From an optimization exercise on the open Yosys and OpenROAD flow, aimed at small area; shortcuts taken in it are not production practice.
Function was checked by simulation only, so behaviour that the tests miss may differ from the original.
Power is estimated from default activity; no workload was simulated.

// framebuffer_center_or_nn_scale_addr_top
module framebuffer_center_or_nn_scale_addr_top #(
    parameter int unsigned MAX_CANVAS_DIM = 1024
) (
    input  logic        clk,
    input  logic        rst_n,
    input  logic        psel,
    input  logic        penable,
    input  logic        pwrite,
    input  logic [4:0]  paddr,
    input  logic [31:0] pwdata,
    output logic [31:0] prdata,
    output logic        pready,
    input  logic        req_valid,
    output logic        req_ready,
    input  logic        buffer_select,
    output logic        rsp_valid,
    input  logic        rsp_ready,
    output logic        status,
    output logic [19:0] source_index,
    output logic [19:0] dest_index,
    output logic        frame_last,
    output logic [31:0] control_word
);
    function automatic logic [26:0] rca(input logic [25:0] a, input logic [25:0] b,
                                        input logic ci);
        logic c;
        c = ci;
        for (int i = 0; i < 26; i++)
        begin
  ...
export LEC_CHECK = 0
export CAP_MARGIN = 20
export CORE_MARGIN = 2
export CORE_UTILIZATION = 60
export CTS_BUF_LIST = sky130_fd_sc_hd__clkbuf_8
export CTS_CLUSTER_DIAMETER = 80
export CTS_CLUSTER_SIZE = 16
export SLEW_MARGIN = 20
create_clock -name core_clock -period 10.0 [get_ports {clk}]
standard.sh (not shown) runs the stock make flow with config.mk's settings and CLKGATE_MAP_FILE= SYNTH_SCRIPT=/design/flow/synth_recipe.tcl, a recipe that flattens the netlist after the stock synthesis.
==> flow/flow/run.sh <==
#!/bin/bash
# The standard layout (standard.sh), with two changes to how it is made:
#  - the port buffers use the smallest buffer cell, sky130_fd_sc_hd__buf_1;
#  - clock tree synthesis inserts no dummy loads.
# Everything else, including synthesis, is the standard flow unchanged.
set -o pipefail
export BUFFER_PORTS_ARGS="-buffer_cell sky130_fd_sc_hd__buf_1"
export CTS_ARGS="-sink_clustering_enable -repair_clock_nets -sink_clustering_size 16 -sink_clustering_max_diameter 80 -buf_list sky130_fd_sc_hd__clkbuf_8 -dont_use_dummy_load"
bash standard.sh > standard.log 2>&1
status=$?
tail -20 standard.log
exit $status
Then changed:
==> flow/run.sh (new file) <==
#!/bin/bash
# synth_recipe.tcl (not shown) runs the flow's synth.tcl, then flattens the netlist and writes it again
# the make line also repeats each setting of config.mk as NAME=value (left out here)
make -C /OpenROAD-flow-scripts/flow DESIGN_CONFIG=/design/flow/config.mk WORK_HOME=/design/flow/orfs CLKGATE_MAP_FILE= SYNTH_SCRIPT=/design/flow/synth_recipe.tcl finish
removed: flow/flow/run.sh
removed: flow/standard.sh
Result: Fmax rose by 0.58%. Global-route usage is higher by 0.34 points. Routed wire length rose by 0.57%. Sequential share of layout area came out lower by 2.2 points. Flip-flop and latch count does not change. Combinational power came out higher by 10%. Clock skew shrinks by 0.0055 ns. Die area does not change. Setup slack improved by 0.056 ns.

* * *

## cedar
Another version of the RTL of framebuffer_center_or_nn_scale_addr_top (not shown whole).
Size: about 1000 cells after synthesis, about 150 I/O pins, about 12000 um^2 of cells after synthesis.
make LEC_CHECK=0 CAP_MARGIN=20 CORE_MARGIN=2 CORE_UTILIZATION=60 CTS_BUF_LIST=sky130_fd_sc_hd__clkbuf_8 CTS_CLUSTER_DIAMETER=60 CTS_CLUSTER_SIZE=12 SLEW_MARGIN=20 finish   # period 10.0 ns
run.sh (not shown) runs the stock make flow with config.mk's settings and CLKGATE_MAP_FILE= SYNTH_SCRIPT=/design/flow/synth_recipe.tcl, a recipe that flattens the netlist after the stock synthesis.
Stock flow here: none of the scripts above is used.
Per the final summary, cedar finished and its layout is clean on timing, DRC and antenna.
Relative to cedar, the following input files were edited for indigo:
- CTS_CLUSTER_SIZE: 12 -> unset
- CTS_CLUSTER_DIAMETER: 60 -> unset
- CTS_BUF_LIST: sky130_fd_sc_hd__clkbuf_8 -> unset
==> flow/flow/run.sh (new file) <==
#!/bin/bash
# The standard layout (standard.sh), with two changes to how it is made:
#  - the port buffers use the smallest buffer cell, sky130_fd_sc_hd__buf_1;
#  - clock tree synthesis inserts no dummy loads.
# Everything else, including synthesis, is the standard flow unchanged.
set -o pipefail
export BUFFER_PORTS_ARGS="-buffer_cell sky130_fd_sc_hd__buf_1"
export CTS_ARGS="-sink_clustering_enable -repair_clock_nets -sink_clustering_size 24 -sink_clustering_max_diameter 100 -buf_list sky130_fd_sc_hd__clkbuf_16 -dont_use_dummy_load"
bash standard.sh > standard.log 2>&1
status=$?
tail -20 standard.log
exit $status
==> flow/standard.sh (new file) <==
#!/bin/bash
# synth_recipe.tcl (not shown) runs the flow's synth.tcl, then flattens the netlist and writes it again
# the make line also repeats each setting of config.mk as NAME=value (left out here)
make -C /OpenROAD-flow-scripts/flow DESIGN_CONFIG=/design/flow/config.mk WORK_HOME=/design/flow/orfs CLKGATE_MAP_FILE= SYNTH_SCRIPT=/design/flow/synth_recipe.tcl "${@:-finish}"
removed: flow/run.sh
Notes after the runs:
indigo improves on cedar in final design area excluding fillers. Area growth from synthesis to layout: indigo lower than cedar. On indigo: met1 capacity usage during global routing is 0.33 points higher than what cedar gave. Wire length on met3 essentially unchanged between cedar and indigo. Taking cedar as the reference point, the total power draw of indigo falls by about 7%. indigo: count of fill cells added during filler insertion 67 above cedar. Worst setup slack after layout on indigo is behind cedar. Combinational power: indigo < cedar.
--- input diff indigo..tundra ---
==> flow/flow/run.sh <==
#!/bin/bash
# The standard layout (standard.sh), with two changes to how it is made:
#  - the port buffers use the smallest buffer cell, sky130_fd_sc_hd__buf_1;
#  - clock tree synthesis inserts no dummy loads.
# Everything else, including synthesis, is the standard flow unchanged.
set -o pipefail
export BUFFER_PORTS_ARGS="-buffer_cell sky130_fd_sc_hd__buf_1"
export CTS_ARGS="-sink_clustering_enable -repair_clock_nets -sink_clustering_size 16 -sink_clustering_max_diameter 80 -buf_list sky130_fd_sc_hd__clkbuf_8 -dont_use_dummy_load"
bash standard.sh > standard.log 2>&1
status=$?
tail -20 standard.log
exit $status
Results
tundra finished every stage and its layout cleared the timing, DRC and antenna checks. Worst ir drop on vdd: tundra better than indigo. Row clock share of power: tundra lower / indigo higher. indigo -> tundra: met1 wire length flat. In tundra relative to indigo, final non-filler cell area had gone down slightly. indigo and tundra ended up with nearly the same overall fraction of global-route tracks in use. In the reports for indigo and tundra, the larger utilization belongs to indigo. Comparing indigo with tundra, the total via count in the routed design came out essentially unchanged. Reported for indigo and tundra, vertical die dimension turned out identical to the last digit. indigo and tundra ended up with nearly the same initial antenna violation count. Against indigo, tundra comes in 0.43 points lower on global routing usage on met2. Looking at worst hold slack across indigo and tundra, the one that comes out higher is indigo.
diff inputs: tundra => ember
- setting GPL_TIMING_DRIVEN to 0 for the first time
==> flow/flow/run.sh <==
#!/bin/bash
# The standard layout (standard.sh), with these changes to how it is made:
#  - the port buffers use the smallest buffer cell, sky130_fd_sc_hd__buf_1;
#  - clock tree synthesis clusters at most 12 sinks within 60 um per clkbuf_8
#    and inserts no dummy loads;
set -o pipefail
export BUFFER_PORTS_ARGS="-buffer_cell sky130_fd_sc_hd__buf_1"
export CTS_ARGS="-sink_clustering_enable -repair_clock_nets -sink_clustering_size 12 -sink_clustering_max_diameter 60 -buf_list sky130_fd_sc_hd__clkbuf_8 -dont_use_dummy_load"
export REMOVE_ABC_BUFFERS=1
bash standard.sh > standard.log 2>&1
status=$?
tail -20 standard.log
exit $status
## What came out
Going from tundra to ember, switching power share of the total decreased 0.18 points; number of clock buffers in the layout increased 5.
ember: clock power share is 1.1 points higher than what tundra reported.
tundra → ember: detail-routed via count per cell has increased, maximum cell stage delay along the critical path went down by 0.03 ns.
Compare ember and tundra | minimum setup slack after placement lower: ember
Of the two candidates, tundra has the better final non-filler cell area and ember the worse one.
Diff tundra..ember | count of standard-cell rows | unchanged
[ember vs tundra] clock period minus worst slack: higher in ember
Changes observed in ember relative to tundra: share of cell area taken by multi-input logic gates went down by 0.18 points; clock latency reported for the late side of the worst-skew pair went up by 0.03 ns.
Edits applied to the flow inputs when going from ember to xenon:
- a deleted GPL_TIMING_DRIVEN that had been 0
==> flow/flow/run.sh <==
#!/bin/bash
# The standard layout (standard.sh), with two changes to how it is made:
#  - the port buffers use the smallest buffer cell, sky130_fd_sc_hd__buf_1;
#  - clock tree synthesis inserts no dummy loads.
# Everything else, including synthesis, is the standard flow unchanged.
set -o pipefail
export BUFFER_PORTS_ARGS="-buffer_cell sky130_fd_sc_hd__buf_1"
export CTS_ARGS="-sink_clustering_enable -repair_clock_nets -sink_clustering_size 12 -sink_clustering_max_diameter 60 -buf_list sky130_fd_sc_hd__clkbuf_8 -dont_use_dummy_load"
bash standard.sh > standard.log 2>&1
status=$?
tail -20 standard.log
exit $status
## What came out
Looking at utilization across ember and xenon, the one that comes out higher is ember. Diff ember -> xenon | final net count | down slightly. Proportion of cell area occupied by registers delta for xenon relative to ember: 0.64 points higher. In the tables for ember and xenon, number of gates resized after cts reads lower with xenon. Placement-stage cell area in xenon is 0.54% above ember. xenon reports a lower switching power total than ember does. | number of hold buffers added after cts | xenon vs ember | ≈ equal |. Total wire length after detailed routing (xenon vs. ember) decreases slightly. Final area (xenon over ember): decrease, about 1.6%.

* * *

job 101:
framebuffer_center_or_nn_scale_addr_top, a different RTL version from the one above (not shown whole).
Size: about 210 flip-flops, about 11000 sq um of cells after synthesis.
Settings: LEC_CHECK=0, CAP_MARGIN=20, CORE_MARGIN=2, CORE_UTILIZATION=60, SETUP_SLACK_MARGIN=-0.2, SLEW_MARGIN=20; clock period 10.0 ns.
standard.sh (not shown) runs the stock make flow with config.mk's settings and CLKGATE_MAP_FILE= SYNTH_SCRIPT=/design/flow/synth_recipe.tcl, a recipe that flattens the netlist after the stock synthesis.
==> flow/flow/run.sh <==
#!/bin/bash
# The standard layout (standard.sh), with two changes to how it is made:
#  - the port buffers use the smallest buffer cell, sky130_fd_sc_hd__buf_1;
#  - clock tree synthesis inserts no dummy loads.
# Everything else, including synthesis, is the standard flow unchanged.
set -o pipefail
export BUFFER_PORTS_ARGS="-buffer_cell sky130_fd_sc_hd__buf_1"
export CTS_ARGS="-sink_clustering_enable -repair_clock_nets -sink_clustering_size 16 -sink_clustering_max_diameter 80 -buf_list sky130_fd_sc_hd__clkbuf_8 -dont_use_dummy_load"
bash standard.sh > standard.log 2>&1
status=$?
tail -20 standard.log
exit $status
Job 101 was carried through to the last stage, and its layout satisfied the timing, DRC and antenna checks.
The following lists how job 102 was set up differently from job 101:
Settings: CORE_UTILIZATION: 60 -> 72; SETUP_SLACK_MARGIN: -0.2 -> unset.
Job 102 and job 101 ended up with roughly the same sequential share of layout area. Job 102: worst setup slack before clock tree synthesis 0.18 ns below job 101. Job 102 ended up with a lower total routed wirelength than job 101 did. Summary of job 102 over job 101: part of the total power dissipated in the clock network has remained practically unchanged; number of gates resized after cts has increased. Looking at job 102 and job 101, the met3 global-route usage is a wash. Job 102 ended with less post-route clock period utilization than job 101.

* * *

framebuffer_center_or_nn_scale_addr_top again, from the RTL that the note above started with.
// framebuffer_center_or_nn_scale_addr_top
module framebuffer_center_or_nn_scale_addr_top #(
    parameter int unsigned MAX_CANVAS_DIM = 1024
) (
    input  logic        clk,
    input  logic        rst_n,
    input  logic        psel,
    input  logic        penable,
    input  logic        pwrite,
    input  logic [4:0]  paddr,
    input  logic [31:0] pwdata,
    output logic [31:0] prdata,
    output logic        pready,
    input  logic        req_valid,
    output logic        req_ready,
    input  logic        buffer_select,
    output logic        rsp_valid,
    input  logic        rsp_ready,
    output logic        status,
    output logic [19:0] source_index,
    output logic [19:0] dest_index,
    output logic        frame_last,
    output logic [31:0] control_word
);
==> flow/config.mk <==
export PLATFORM = sky130hd
export DESIGN_NAME = framebuffer_center_or_nn_scale_addr_top
export DESIGN_NICKNAME = framebuffer_center_or_nn_scale_addr_top
export VERILOG_FILES = /design/flow/design.v
export SDC_FILE = /design/flow/constraint.sdc
export NUM_CORES = 4
export LEC_CHECK = 0
export CAP_MARGIN = 20
export CORE_MARGIN = 2
export CORE_UTILIZATION = 60
export SLEW_MARGIN = 20
==> flow/constraint.sdc <==
create_clock -name core_clock -period 10.0 [get_ports {clk}]
set_input_delay 2.0000 -clock core_clock [delete_from_list [all_inputs] [get_ports {clk}]]
set_output_delay 2.0000 -clock core_clock [all_outputs]
set_load 0.01 [all_outputs]
==> flow/flow/run.sh <==
#!/bin/bash
# The standard layout (standard.sh), with two changes to how it is made:
#  - the port buffers use the smallest buffer cell, sky130_fd_sc_hd__buf_1;
#  - clock tree synthesis inserts no dummy loads.
# Everything else, including synthesis, is the standard flow unchanged.
set -o pipefail
export BUFFER_PORTS_ARGS="-buffer_cell sky130_fd_sc_hd__buf_1"
export CTS_ARGS="-sink_clustering_enable -repair_clock_nets -sink_clustering_size 10 -sink_clustering_max_diameter 60 -buf_list sky130_fd_sc_hd__clkbuf_4 -dont_use_dummy_load"
bash standard.sh > standard.log 2>&1
status=$?
tail -20 standard.log
exit $status
Edit:
--- a/flow/flow/run.sh
+++ b/flow/flow/run.sh
@@ -8 +8 @@
-export CTS_ARGS="-sink_clustering_enable -repair_clock_nets -sink_clustering_size 10 -sink_clustering_max_diameter 60 -buf_list sky130_fd_sc_hd__clkbuf_4 -dont_use_dummy_load"
+export CTS_ARGS="-sink_clustering_enable -repair_clock_nets -sink_clustering_size 16 -sink_clustering_max_diameter 80 -buf_list sky130_fd_sc_hd__clkbuf_8 -dont_use_dummy_load"
--- a/flow/config.mk
+++ b/flow/config.mk
@@ -10,0 +11 @@
+export SETUP_SLACK_MARGIN = -0.5
Worst hold slack loses 3.8 ps.
Synthesized cell count stays the same.
Sequential cell count is unchanged.
Total power hardly moves.
Wire length fell by 1.1%.
Sequential power hardly moves.
Cell count fell by 1.5%.
Non-clock buffer count fell by 11.
Combinational power fell by about 3%.
Worst setup slack loses 240 ps.
Final area fell by 0.82%.
Edit:
--- a/flow/config.mk
+++ b/flow/config.mk
@@ -11 +10,0 @@
-export SETUP_SLACK_MARGIN = -0.5
Outcome: Synthesized cell count is unchanged. Routed wire length is about the same. Die area is unchanged. Worst setup slack improves by 320 ps. Core utilization rose by 0.21 points. Global-route usage is unchanged. Final area rose slightly. Synthesized area does not change. Cell count stays flat. Maximum frequency rose by a few percent.
Edit:
--- a/flow/config.mk
+++ b/flow/config.mk
@@ -7,0 +8 @@
+export ABC_AREA = 1
What happened:
- register-to-register slack is better by 160 ps
- clock power is about the same
- core utilization went up by 0.20 points
- power is lower by about 2%
- fmax goes down by 0.59%
- global-route usage falls by 0.34 points
Edit:
--- a/flow/flow/run.sh
+++ b/flow/flow/run.sh
@@ -2 +2 @@
-# The standard layout (standard.sh), with two changes to how it is made:
+# The standard layout (standard.sh), with these changes to how it is made:
@@ -4 +4,4 @@
-#  - clock tree synthesis inserts no dummy loads.
+#  - clock tree synthesis clusters at most 16 sinks within 80 um per
+#    clkbuf_8 and inserts no dummy loads;
+#  - timing-driven global placement keeps none of its trial buffering
+#    (GPL_KEEP_OVERFLOW=0); the repair steps after it fix what timing needs.
@@ -7,0 +11 @@
+export GPL_KEEP_OVERFLOW=0
--- a/flow/config.mk
+++ b/flow/config.mk
@@ -8 +7,0 @@
-export ABC_AREA = 1
The new run produced a clean layout; power climbs by about 2.7%; synthesized cell count drops by 17%; clock-buffer cell count is unchanged; final area hardly moves; final cell count drops by about 14%; first-iteration DRC count drops by 11%; worst setup slack is better by 6.3 ps; global-route usage stays flat; core utilization barely changes.

==> static timing again, ports no longer ideal <==
Ports are ideal in the flow. The routed layouts listed here were re-timed in OpenROAD. Step 1 (the two cells are an assumption about what drives the block):
set clk [get_ports {clk}]
set_driving_cell -lib_cell sky130_fd_sc_hd__clkbuf_16 $clk
set_driving_cell -lib_cell sky130_fd_sc_hd__buf_2 [delete_from_list [all_inputs] $clk]
Step 2 also shifts input and output timing later by t, the mid clock arrival at the registers, as if the neighbouring blocks saw the same clock. a / b / c = no drivers / after step 1 / after step 2; a / b = the first two.
run	t, ns	slack for setup (ns)	worst setup path at the end	worst register clock-pin slew, ns
the first run of note 1	0.544	0.375 / 0.334 / 0.485	register to register	0.11 / 0.11
the second run of note 1	0.566	0.431 / 0.388 / 0.541	register to register	0.12 / 0.12
cedar	0.591	0.413 / 0.370 / 0.565	register to register	0.09 / 0.09
indigo	0.510	0.361 / 0.314 / 0.561	register to register	0.10 / 0.10
tundra	0.541	0.375 / 0.335 / 0.516	register to register	0.12 / 0.12
ember	0.553	0.314 / 0.275 / 0.360	register to register	0.10 / 0.10
xenon	0.561	0.386 / 0.345 / 0.474	register to register	0.09 / 0.09
job 101	0.556	0.195 / 0.150 / 0.707	register to output	0.11 / 0.11
job 102	0.534	0.379 / 0.336 / 0.870	register to output	0.11 / 0.11
the first run of note 4	0.689	0.360 / 0.318 / 1.006	register to output	0.12 / 0.12
the second run of note 4	0.557	0.122 / 0.078 / 0.635	register to output	0.12 / 0.12
the third run of note 4	0.557	0.442 / 0.398 / 0.955	register to output	0.12 / 0.12
the fourth run of note 4	0.561	0.385 / 0.339 / 0.900	register to output	0.11 / 0.11
the fifth run of note 4	0.561	0.391 / 0.352 / 0.913	register to output	0.12 / 0.12
After both steps setup and hold are still met in every run listed.
